What follows belongs to an exercise in optimizing a design on an open flow for small area, a short achievable clock period and few clock cycles per item; a production flow would make more cautious choices. Where RTL was checked, it was by simulation tests only, not by an equivalence proof against the original. Power is estimated from default activity; no workload was simulated.

birch:
==> flow/design.v <==
module sp_multicycle #(
  parameter int MEM_AW = 12
) (
  input  logic                 clk,
  input  logic                 rst,
  input  logic                 in_valid,
  input  logic [31:0]          inst,
  output logic                 out_valid,
  output logic [31:0]          inst_addr,
  output logic [MEM_AW-1:0]    mem_addr,
  output logic                 mem_wen,
  output logic [31:0]          mem_wdata,
  input  logic [31:0]          mem_rdata
);
  localparam logic [5:0] OP_RTYPE = 6'd0;
  localparam logic [5:0] OP_ANDI  = 6'd1;
  localparam logic [5:0] OP_ORI   = 6'd2;
  localparam logic [5:0] OP_ADDI  = 6'd3;
  localparam logic [5:0] OP_SUBI  = 6'd4;
  localparam logic [5:0] OP_LW    = 6'd5;
  localparam logic [5:0] OP_SW    = 6'd6;
  localparam logic [5:0] OP_BEQ   = 6'd7;
  localparam logic [5:0] OP_BNE   = 6'd8;
  localparam logic [5:0] OP_LUI   = 6'd9;
  localparam logic [5:0] OP_J     = 6'd10;
  localparam logic [5:0] OP_JAL   = 6'd11;
  localparam logic [5:0] FN_AND = 6'd0;
  localparam logic [5:0] FN_OR  = 6'd1;
  localparam logic [5:0] FN_ADD = 6'd2;
  localparam logic [5:0] FN_SUB = 6'd3;
  localparam logic [5:0] FN_SLT = 6'd4;
  localparam logic [5:0] FN_SLL = 6'd5;
  localparam logic [5:0] FN_NOR = 6'd6;
  localparam logic [5:0] FN_JR  = 6'd7;
  localparam int S_ADD = 0, S_AND = 1, S_OR = 2, S_NOR = 3, S_SLT = 4,
                 S_SLL = 5, S_PASSB = 6, NSEL = 7;
  logic        exec_q, load_q;
  logic [31:0] pc_q;
  logic [31:0] rf_q [32];
  logic [31:0] rf_vld_q;           
  logic [31:0]     a_q, b_q;       
  logic            cin_q, we_q, lw_q;
  logic [NSEL-1:0] sel_q;
  logic [4:0]      waddr_q;
  logic [MEM_AW-1:0] imm_q;       
  logic [5:0]      ea_lo_q;        
  logic            ea_c_q;         
  logic            tk_q;           
  logic            wen_q, ovalid_q;
  wire idle  = !exec_q && !load_q;
  wire issue = idle && in_valid;
  wire [5:0]  op    = inst[31:26];
  wire [4:0]  rs    = inst[25:21];
  wire [4:0]  rt    = inst[20:16];
  wire [4:0]  rd    = inst[15:11];
  wire [5:0]  fn    = inst[5:0];
  wire [15:0] imm   = inst[15:0];
  wire [31:0] sel_a = (32'd1 << rs) & rf_vld_q;
  wire [31:0] sel_b = (32'd1 << rt) & rf_vld_q;
  logic [31:0] rd_a, rd_b;
  logic [1023:0] rf_flat;
  always_comb for (int i = 0; i < 32; i++) rf_flat[32*i +: 32] = rf_q[i];
  sp_multicycle_rdport u_rda (.sel(sel_a), .rf(rf_flat), .rd(rd_a));
  sp_multicycle_rdport u_rdb (.sel(sel_b), .rf(rf_flat), .rd(rd_b));
  wire [31:0] sext_imm = {{16{imm[15]}}, imm};
  wire [31:0] zext_imm = {16'h0000, imm};
  wire [31:0] pc_plus4 = pc_q + 32'd4;
  wire [31:0] br_tgt   = pc_plus4 + {sext_imm[29:0], 2'b00};
  wire [31:0] jmp_tgt  = {pc_q[31:28], inst[25:0], 2'b00};
  wire        eq       = (rd_a == rd_b);
  wire is_r = (op == OP_RTYPE);
  logic [31:0]     npc;
  logic            inv;
  logic [31:0]     opb;
  logic            cin, we;
  logic [NSEL-1:0] sel;
  logic [4:0]      waddr;
  always_comb begin
    npc   = pc_plus4;
    inv   = 1'b0;
    opb   = sext_imm;
    cin   = 1'b0;
    we    = 1'b0;
    sel   = '0;
    waddr = rt;
    case (op)
      OP_RTYPE: begin
        waddr = rd;
        we    = 1'b1;
        opb   = rd_b;
        case (fn)
          FN_AND: sel[S_AND] = 1'b1;
          FN_OR:  sel[S_OR]  = 1'b1;
          FN_ADD: sel[S_ADD] = 1'b1;
          FN_SUB: begin sel[S_ADD] = 1'b1; inv = 1'b1; cin = 1'b1; end
          FN_SLT: begin sel[S_SLT] = 1'b1; inv = 1'b1; cin = 1'b1; end
          FN_SLL: sel[S_SLL] = 1'b1;
          FN_NOR: sel[S_NOR] = 1'b1;
          FN_JR: begin
            we  = 1'b0;
            npc = rd_a;
          end
          default: we = 1'b0;
        endcase
      end
      OP_ANDI: begin we = 1'b1; sel[S_AND] = 1'b1; opb = zext_imm; end
      OP_ORI:  begin we = 1'b1; sel[S_OR]  = 1'b1; opb = zext_imm; end
      OP_ADDI: begin we = 1'b1; sel[S_ADD] = 1'b1; end
      OP_SUBI: begin we = 1'b1; sel[S_ADD] = 1'b1; inv = 1'b1; cin = 1'b1; end
      OP_LUI:  begin we = 1'b1; sel[S_PASSB] = 1'b1; opb = {imm, 16'h0000}; end
      OP_SW:   opb = rd_b;
      OP_BEQ:  opb = br_tgt;
      OP_BNE:  opb = br_tgt;
      OP_J:    npc = jmp_tgt;
      OP_JAL: begin
        we    = 1'b1;
        waddr = 5'd31;
        sel[S_PASSB] = 1'b1;
        opb   = pc_plus4;
        npc   = jmp_tgt;
      end
      default: ;
    endcase
  end
  wire [32:0] sum_c = {a_q, 1'b1} + {b_q, cin_q};
  wire [31:0] sum   = sum_c[32:1];
  wire        slt = (a_q[31] ^ ~b_q[31]) ? a_q[31] : sum[31];
  wire [31:0] alu =
      ({32{sel_q[S_ADD]}}   & sum)
    | ({32{sel_q[S_AND]}}   & (a_q & b_q))
    | ({32{sel_q[S_OR]}}    & (a_q | b_q))
    | ({32{sel_q[S_NOR]}}   & ~(a_q | b_q))
    | ({32{sel_q[S_SLT]}}   & {31'd0, slt})
    | ({32{sel_q[S_SLL]}}   & (a_q << imm_q[10:6]))
    | ({32{sel_q[S_PASSB]}} & b_q);
  wire        rf_we    = (exec_q && we_q) || load_q;
  wire [31:0] rf_wdata = load_q ? mem_rdata : alu;
  always_ff @(posedge clk or posedge rst) begin
    if (rst) begin
      exec_q   <= 1'b0;
      load_q   <= 1'b0;
      ovalid_q <= 1'b0;
      wen_q    <= 1'b0;
      pc_q     <= 32'd0;
      tk_q     <= 1'b0;
      rf_vld_q <= 32'd0;
    end else begin
      exec_q   <= issue;
      load_q   <= exec_q && lw_q;
      ovalid_q <= (issue && op != OP_LW) || (exec_q && lw_q);
      wen_q    <= issue && op == OP_SW;
      if (issue) pc_q <= npc;
      else if (tk_q) pc_q <= b_q;
      tk_q     <= issue && ((op == OP_BEQ && eq) || (op == OP_BNE && !eq));
      if (rf_we) rf_vld_q[waddr_q] <= 1'b1;
    end
  end
  always_ff @(posedge clk) begin
    a_q     <= rd_a;
    b_q     <= opb ^ {32{inv}};
    cin_q   <= cin;
    we_q    <= we;
    lw_q    <= (op == OP_LW);
    sel_q   <= sel;
    imm_q   <= imm[MEM_AW-1:0];
    {ea_c_q, ea_lo_q} <= {1'b0, rd_a[5:0]} + {1'b0, imm[5:0]};
    if (idle) waddr_q <= waddr;
    if (rf_we) rf_q[waddr_q] <= rf_wdata;
  end
  assign out_valid = ovalid_q;
  assign inst_addr = tk_q ? b_q : pc_q;
  assign mem_wen   = wen_q;
  assign mem_addr  = {a_q[MEM_AW-1:6] + imm_q[MEM_AW-1:6] + {5'd0, ea_c_q}, ea_lo_q};
  assign mem_wdata = b_q;
endmodule
module sp_multicycle_rdport (
  input  logic [31:0]   sel,
  input  logic [1023:0] rf,
  output logic [31:0]   rd
);
  logic [31:0] g [4];
  logic [31:0] n01, n23;
  for (genvar k = 0; k < 4; k++) begin : grp
    sp_multicycle_rdgrp u_grp (.sel(sel[8*k +: 8]), .rf(rf[256*k +: 256]), .rd(g[k]));
  end
  sp_multicycle_nor2  u_n01 (.a(g[0]), .b(g[1]), .y(n01));
  sp_multicycle_nor2  u_n23 (.a(g[2]), .b(g[3]), .y(n23));
  sp_multicycle_nand2 u_out (.a(n01), .b(n23), .y(rd));
endmodule
module sp_multicycle_rdgrp (
  input  logic [7:0]   sel,
  input  logic [255:0] rf,
  output logic [31:0]  rd
);
  always_comb begin
    rd = 32'd0;
    for (int i = 0; i < 8; i++) rd = rd | ({32{sel[i]}} & rf[32*i +: 32]);
  end
endmodule
module sp_multicycle_nor2 (
  input  logic [31:0] a, b,
  output logic [31:0] y
);
  assign y = ~(a | b);
endmodule
module sp_multicycle_nand2 (
  input  logic [31:0] a, b,
  output logic [31:0] y
);
  assign y = ~(a & b);
endmodule
Settings: LEC_CHECK=0, CAP_MARGIN=20, CORE_MARGIN=2, CORE_UTILIZATION=45, CTS_CLUSTER_DIAMETER=100, CTS_CLUSTER_SIZE=25, PLACE_DENSITY=0.6, SLEW_MARGIN=20, SYNTH_HIERARCHICAL=1; clock period 10.0 ns.
standard.sh (not shown) runs the stock make flow with config.mk's settings and CLKGATE_MAP_FILE= SYNTH_SCRIPT=/design/flow/synth_recipe.tcl, a recipe that flattens the netlist after the stock synthesis.
==> flow/flow/run.sh <==
#!/bin/bash
set -euo pipefail
bash standard.sh SETUP_SLACK_MARGIN=5.6 finish > make.log 2>&1
Relative to birch, the following input files were edited for cedar:
-- flow/design.v --
<<< birch, line 44
  logic [4:0]      waddr_q;
  logic [MEM_AW-1:0] imm_q;       
  logic [5:0]      ea_lo_q;        
  logic            ea_c_q;         
  logic            tk_q;           
  logic            wen_q, ovalid_q;
  wire idle  = !exec_q && !load_q;
>>> cedar, line 44
  logic [4:0]      waddr_q;
  logic [MEM_AW-1:0] imm_q;       
  logic [3:0]      eq_q;           
  logic            beq_q, bne_q;
  logic            wen_q, ovalid_q;
  wire idle  = !exec_q && !load_q;
<<< birch, line 68
  wire [31:0] br_tgt   = pc_plus4 + {sext_imm[29:0], 2'b00};
  wire [31:0] jmp_tgt  = {pc_q[31:28], inst[25:0], 2'b00};
  wire        eq       = (rd_a == rd_b);
  wire is_r = (op == OP_RTYPE);
  logic [31:0]     npc;
>>> cedar, line 67
  wire [31:0] br_tgt   = pc_plus4 + {sext_imm[29:0], 2'b00};
  wire [31:0] jmp_tgt  = {pc_q[31:28], inst[25:0], 2'b00};
  logic [3:0] eq;
  always_comb for (int i = 0; i < 4; i++) eq[i] = (rd_a[8*i +: 8] == rd_b[8*i +: 8]);
  wire is_r = (op == OP_RTYPE);
  logic [31:0]     npc;
<<< birch, line 125
  wire [32:0] sum_c = {a_q, 1'b1} + {b_q, cin_q};
  wire [31:0] sum   = sum_c[32:1];
  wire        slt = (a_q[31] ^ ~b_q[31]) ? a_q[31] : sum[31];
  wire [31:0] alu =
>>> cedar, line 125
  wire [32:0] sum_c = {a_q, 1'b1} + {b_q, cin_q};
  wire [31:0] sum   = sum_c[32:1];
  wire        eq_all = &eq_q;
  wire        tk     = exec_q && ((beq_q && eq_all) || (bne_q && !eq_all));
  wire        slt = (a_q[31] ^ ~b_q[31]) ? a_q[31] : sum[31];
  wire [31:0] alu =
<<< birch, line 143
      wen_q    <= 1'b0;
      pc_q     <= 32'd0;
      tk_q     <= 1'b0;
      rf_vld_q <= 32'd0;
    end else begin
>>> cedar, line 145
      wen_q    <= 1'b0;
      pc_q     <= 32'd0;
      rf_vld_q <= 32'd0;
    end else begin
<<< birch, line 151
      wen_q    <= issue && op == OP_SW;
      if (issue) pc_q <= npc;
      else if (tk_q) pc_q <= b_q;
      tk_q     <= issue && ((op == OP_BEQ && eq) || (op == OP_BNE && !eq));
      if (rf_we) rf_vld_q[waddr_q] <= 1'b1;
    end
>>> cedar, line 152
      wen_q    <= issue && op == OP_SW;
      if (issue) pc_q <= npc;
      else if (tk) pc_q <= b_q;
      if (rf_we) rf_vld_q[waddr_q] <= 1'b1;
    end
<<< birch, line 159
    a_q     <= rd_a;
    b_q     <= opb ^ {32{inv}};
    cin_q   <= cin;
    we_q    <= we;
>>> cedar, line 159
    a_q     <= rd_a;
    b_q     <= opb ^ {32{inv}};
    eq_q    <= eq;
    beq_q   <= (op == OP_BEQ);
    bne_q   <= (op == OP_BNE);
    cin_q   <= cin;
    we_q    <= we;
<<< birch, line 164
    sel_q   <= sel;
    imm_q   <= imm[MEM_AW-1:0];
    {ea_c_q, ea_lo_q} <= {1'b0, rd_a[5:0]} + {1'b0, imm[5:0]};
    if (idle) waddr_q <= waddr;
    if (rf_we) rf_q[waddr_q] <= rf_wdata;
  end
  assign out_valid = ovalid_q;
  assign inst_addr = tk_q ? b_q : pc_q;
  assign mem_wen   = wen_q;
  assign mem_addr  = {a_q[MEM_AW-1:6] + imm_q[MEM_AW-1:6] + {5'd0, ea_c_q}, ea_lo_q};
  assign mem_wdata = b_q;
endmodule
module sp_multicycle_rdport (
  input  logic [31:0]   sel,
  input  logic [1023:0] rf,
  output logic [31:0]   rd
);
  logic [31:0] g [4];
  logic [31:0] n01, n23;
  for (genvar k = 0; k < 4; k++) begin : grp
    sp_multicycle_rdgrp u_grp (.sel(sel[8*k +: 8]), .rf(rf[256*k +: 256]), .rd(g[k]));
  end
  sp_multicycle_nor2  u_n01 (.a(g[0]), .b(g[1]), .y(n01));
  sp_multicycle_nor2  u_n23 (.a(g[2]), .b(g[3]), .y(n23));
  sp_multicycle_nand2 u_out (.a(n01), .b(n23), .y(rd));
endmodule
module sp_multicycle_rdgrp (
  input  logic [7:0]   sel,
  input  logic [255:0] rf,
  output logic [31:0]  rd
);
  always_comb begin
    rd = 32'd0;
    for (int i = 0; i < 8; i++) rd = rd | ({32{sel[i]}} & rf[32*i +: 32]);
  end
endmodule
module sp_multicycle_nor2 (
  input  logic [31:0] a, b,
  output logic [31:0] y
);
  assign y = ~(a | b);
endmodule
module sp_multicycle_nand2 (
  input  logic [31:0] a, b,
  output logic [31:0] y
);
  assign y = ~(a & b);
endmodule
>>> cedar, line 167
    sel_q   <= sel;
    imm_q   <= imm[MEM_AW-1:0];
    if (idle) waddr_q <= waddr;
    if (rf_we) rf_q[waddr_q] <= rf_wdata;
  end
  assign out_valid = ovalid_q;
  assign inst_addr = tk ? b_q : pc_q;
  assign mem_wen   = wen_q;
  assign mem_addr  = a_q[MEM_AW-1:0] + imm_q;
  assign mem_wdata = b_q;
endmodule
module sp_multicycle_rdport (
  input  logic [31:0] sel,
  input  logic [1023:0] rf,
  output logic [31:0] rd
);
  always_comb begin
    rd = 32'd0;
    for (int i = 0; i < 32; i++) rd = rd | ({32{sel[i]}} & rf[32*i +: 32]);
  end
endmodule
### Flow results
cedar vs birch, depth of the worst register-to-register path went up by 8. Inverter count of cedar exceeds that of birch by a few percent. Per the comparison of cedar with birch, power essentially unchanged, post-layout instance area decreased about 2.8%, average routed wire per standard cell decreased 7.1%, fraction of area in non-clock buffers decreased 0.78 points. Run comparison: birch destination of the critical timing path tk_q; cedar destination of the critical timing path mem_addr[11]. Diff birch -> cedar: clock network power did not really move; buffer count excluding the clock tree in the final layout went down; async set or reset register ratio after synthesis did not really move; count of clock-buffer cells in the layout went down; average cell area after synthesis went up. cedar ended up with a higher clock network fraction of design power than birch did. Measured against birch, the routed wire length of cedar comes out at 0.911 times the reference value.
No functional check of the RTL was part of any run of this note.


Another version of the RTL of sp_multicycle (not shown whole).
Size in the first run: about 4500 cells after synthesis, ~58000 sq um of cells after synthesis.
clock: 10.0 ns
lec_check: 0
cap_margin: 20
core_margin: 2
core_utilization: 45
cts_cluster_diameter: 100
cts_cluster_size: 25
place_density: 0.6
setup_slack_margin: 5
slew_margin: 20
synth_hierarchical: 1
run.sh (not shown) runs the stock make flow with config.mk's settings and CLKGATE_MAP_FILE= SYNTH_SCRIPT=/design/flow/synth_recipe.tcl, a recipe that flattens the netlist after the stock synthesis.
Stock flow here: none of the scripts above is used.
The first run finished with timing, DRC and antenna clean.
Testbench counts at the start, summed over its fixed seeds: cycles 49,704, insts 24,000.
==> next run, changes <==
--- a/flow/design.v
+++ b/flow/design.v
@@ -37,28 +37,25 @@
   logic        exec_q, load_q;
   logic [31:0] pc_q;
   logic [31:0] rf_q [32];
   logic [31:0] rf_vld_q;           
   logic [31:0]     a_q, b_q;       
   logic            cin_q, we_q, lw_q;
   logic [NSEL-1:0] sel_q;
-  logic [4:0]      shamt_q;
   logic [4:0]      waddr_q;
   logic [MEM_AW-1:0] imm_q;       
-  logic [31:0]     br_q;           
   logic [3:0]      eq_q;           
   logic            beq_q, bne_q;
   logic            wen_q, ovalid_q;
   wire idle  = !exec_q && !load_q;
   wire issue = idle && in_valid;
   wire [5:0]  op    = inst[31:26];
   wire [4:0]  rs    = inst[25:21];
   wire [4:0]  rt    = inst[20:16];
   wire [4:0]  rd    = inst[15:11];
-  wire [4:0]  shamt = inst[10:6];
   wire [5:0]  fn    = inst[5:0];
   wire [15:0] imm   = inst[15:0];
   wire [31:0] sel_a = (32'd1 << rs) & rf_vld_q;
   wire [31:0] sel_b = (32'd1 << rt) & rf_vld_q;
   logic [31:0] rd_a, rd_b;
   logic [1023:0] rf_flat;
   always_comb for (int i = 0; i < 32; i++) rf_flat[32*i +: 32] = rf_q[i];
@@ -108,14 +105,16 @@
       end
       OP_ANDI: begin we = 1'b1; sel[S_AND] = 1'b1; opb = zext_imm; end
       OP_ORI:  begin we = 1'b1; sel[S_OR]  = 1'b1; opb = zext_imm; end
       OP_ADDI: begin we = 1'b1; sel[S_ADD] = 1'b1; end
       OP_SUBI: begin we = 1'b1; sel[S_ADD] = 1'b1; inv = 1'b1; cin = 1'b1; end
       OP_LUI:  begin we = 1'b1; sel[S_PASSB] = 1'b1; opb = {imm, 16'h0000}; end
       OP_SW:   opb = rd_b;
+      OP_BEQ:  opb = br_tgt;
+      OP_BNE:  opb = br_tgt;
       OP_J:    npc = jmp_tgt;
       OP_JAL: begin
         we    = 1'b1;
         waddr = 5'd31;
         sel[S_PASSB] = 1'b1;
         opb   = pc_plus4;
         npc   = jmp_tgt;
@@ -130,15 +129,15 @@
   wire        slt = (a_q[31] ^ ~b_q[31]) ? a_q[31] : sum[31];
   wire [31:0] alu =
       ({32{sel_q[S_ADD]}}   & sum)
     | ({32{sel_q[S_AND]}}   & (a_q & b_q))
     | ({32{sel_q[S_OR]}}    & (a_q | b_q))
     | ({32{sel_q[S_NOR]}}   & ~(a_q | b_q))
     | ({32{sel_q[S_SLT]}}   & {31'd0, slt})
-    | ({32{sel_q[S_SLL]}}   & (a_q << shamt_q))
+    | ({32{sel_q[S_SLL]}}   & (a_q << imm_q[10:6]))
     | ({32{sel_q[S_PASSB]}} & b_q);
   wire        rf_we    = (exec_q && we_q) || load_q;
   wire [31:0] rf_wdata = load_q ? mem_rdata : alu;
   always_ff @(posedge clk or posedge rst) begin
     if (rst) begin
       exec_q   <= 1'b0;
       load_q   <= 1'b0;
@@ -148,36 +147,34 @@
       rf_vld_q <= 32'd0;
     end else begin
       exec_q   <= issue;
       load_q   <= exec_q && lw_q;
       ovalid_q <= (issue && op != OP_LW) || (exec_q && lw_q);
       wen_q    <= issue && op == OP_SW;
       if (issue) pc_q <= npc;
-      else if (tk) pc_q <= br_q;
+      else if (tk) pc_q <= b_q;
       if (rf_we) rf_vld_q[waddr_q] <= 1'b1;
     end
   end
   always_ff @(posedge clk) begin
     a_q     <= rd_a;
     b_q     <= opb ^ {32{inv}};
     eq_q    <= eq;
     beq_q   <= (op == OP_BEQ);
     bne_q   <= (op == OP_BNE);
     cin_q   <= cin;
     we_q    <= we;
     lw_q    <= (op == OP_LW);
     sel_q   <= sel;
-    shamt_q <= shamt;
     imm_q   <= imm[MEM_AW-1:0];
-    br_q    <= br_tgt;
     if (idle) waddr_q <= waddr;
     if (rf_we) rf_q[waddr_q] <= rf_wdata;
   end
   assign out_valid = ovalid_q;
-  assign inst_addr = tk ? br_q : pc_q;
+  assign inst_addr = tk ? b_q : pc_q;
   assign mem_wen   = wen_q;
   assign mem_addr  = a_q[MEM_AW-1:0] + imm_q;
   assign mem_wdata = b_q;
 endmodule
 module sp_multicycle_rdport (
   input  logic [31:0] sel,
   input  logic [1023:0] rf,
Outcome: Design area goes down by 0.82%. Clock-buffer cell count goes down by 3. Total power goes down by 3.8%. Synthesized cell count goes up by about 0.8%. Maximum frequency goes down by about 0.35%. First-iteration DRC count goes down by about 10%. Wire length goes down by 6.7%. Register-to-register slack improved by 120 ps. Sequential power goes down by about 3.8%.
The RTL of the second run of this note was laid out without a check of its function.

[port drivers added, routing unchanged]
No port has a modelled driver above. Below, the same layouts with a new extraction and two added sets of constraints.
Step 1 sets driving cells, clkbuf_16 on the clock port and buf_2 on the other inputs (assumed; they add their load-dependent delay and slew).
Step 2 also shifts input and output timing later by t, the mid clock arrival at the registers, as if the neighbouring blocks saw the same clock.
Slacks: ideal ports / drivers / drivers and shift; pairs: ideal ports / drivers.
run	t (ns)	setup slack, ns	worst hold slack (ns)	cell pins on the clock port's net
birch	0.783	5.431 / 5.440 / 4.699	0.481 / 0.481 / 0.481	1
cedar	0.784	4.993 / 4.923 / 4.901	0.517 / 0.517 / 0.517	1
the first run of note 2	0.805	4.939 / 4.851 / 4.243	0.453 / 0.453 / 0.453	1
the second run of note 2	0.777	4.921 / 4.848 / 4.236	0.493 / 0.493 / 0.493	1
After both steps every run listed still meets setup and hold. For birch, which loses most, drivers alone change the setup slack by +0.009 ns; drivers and shift together by -0.732 ns.
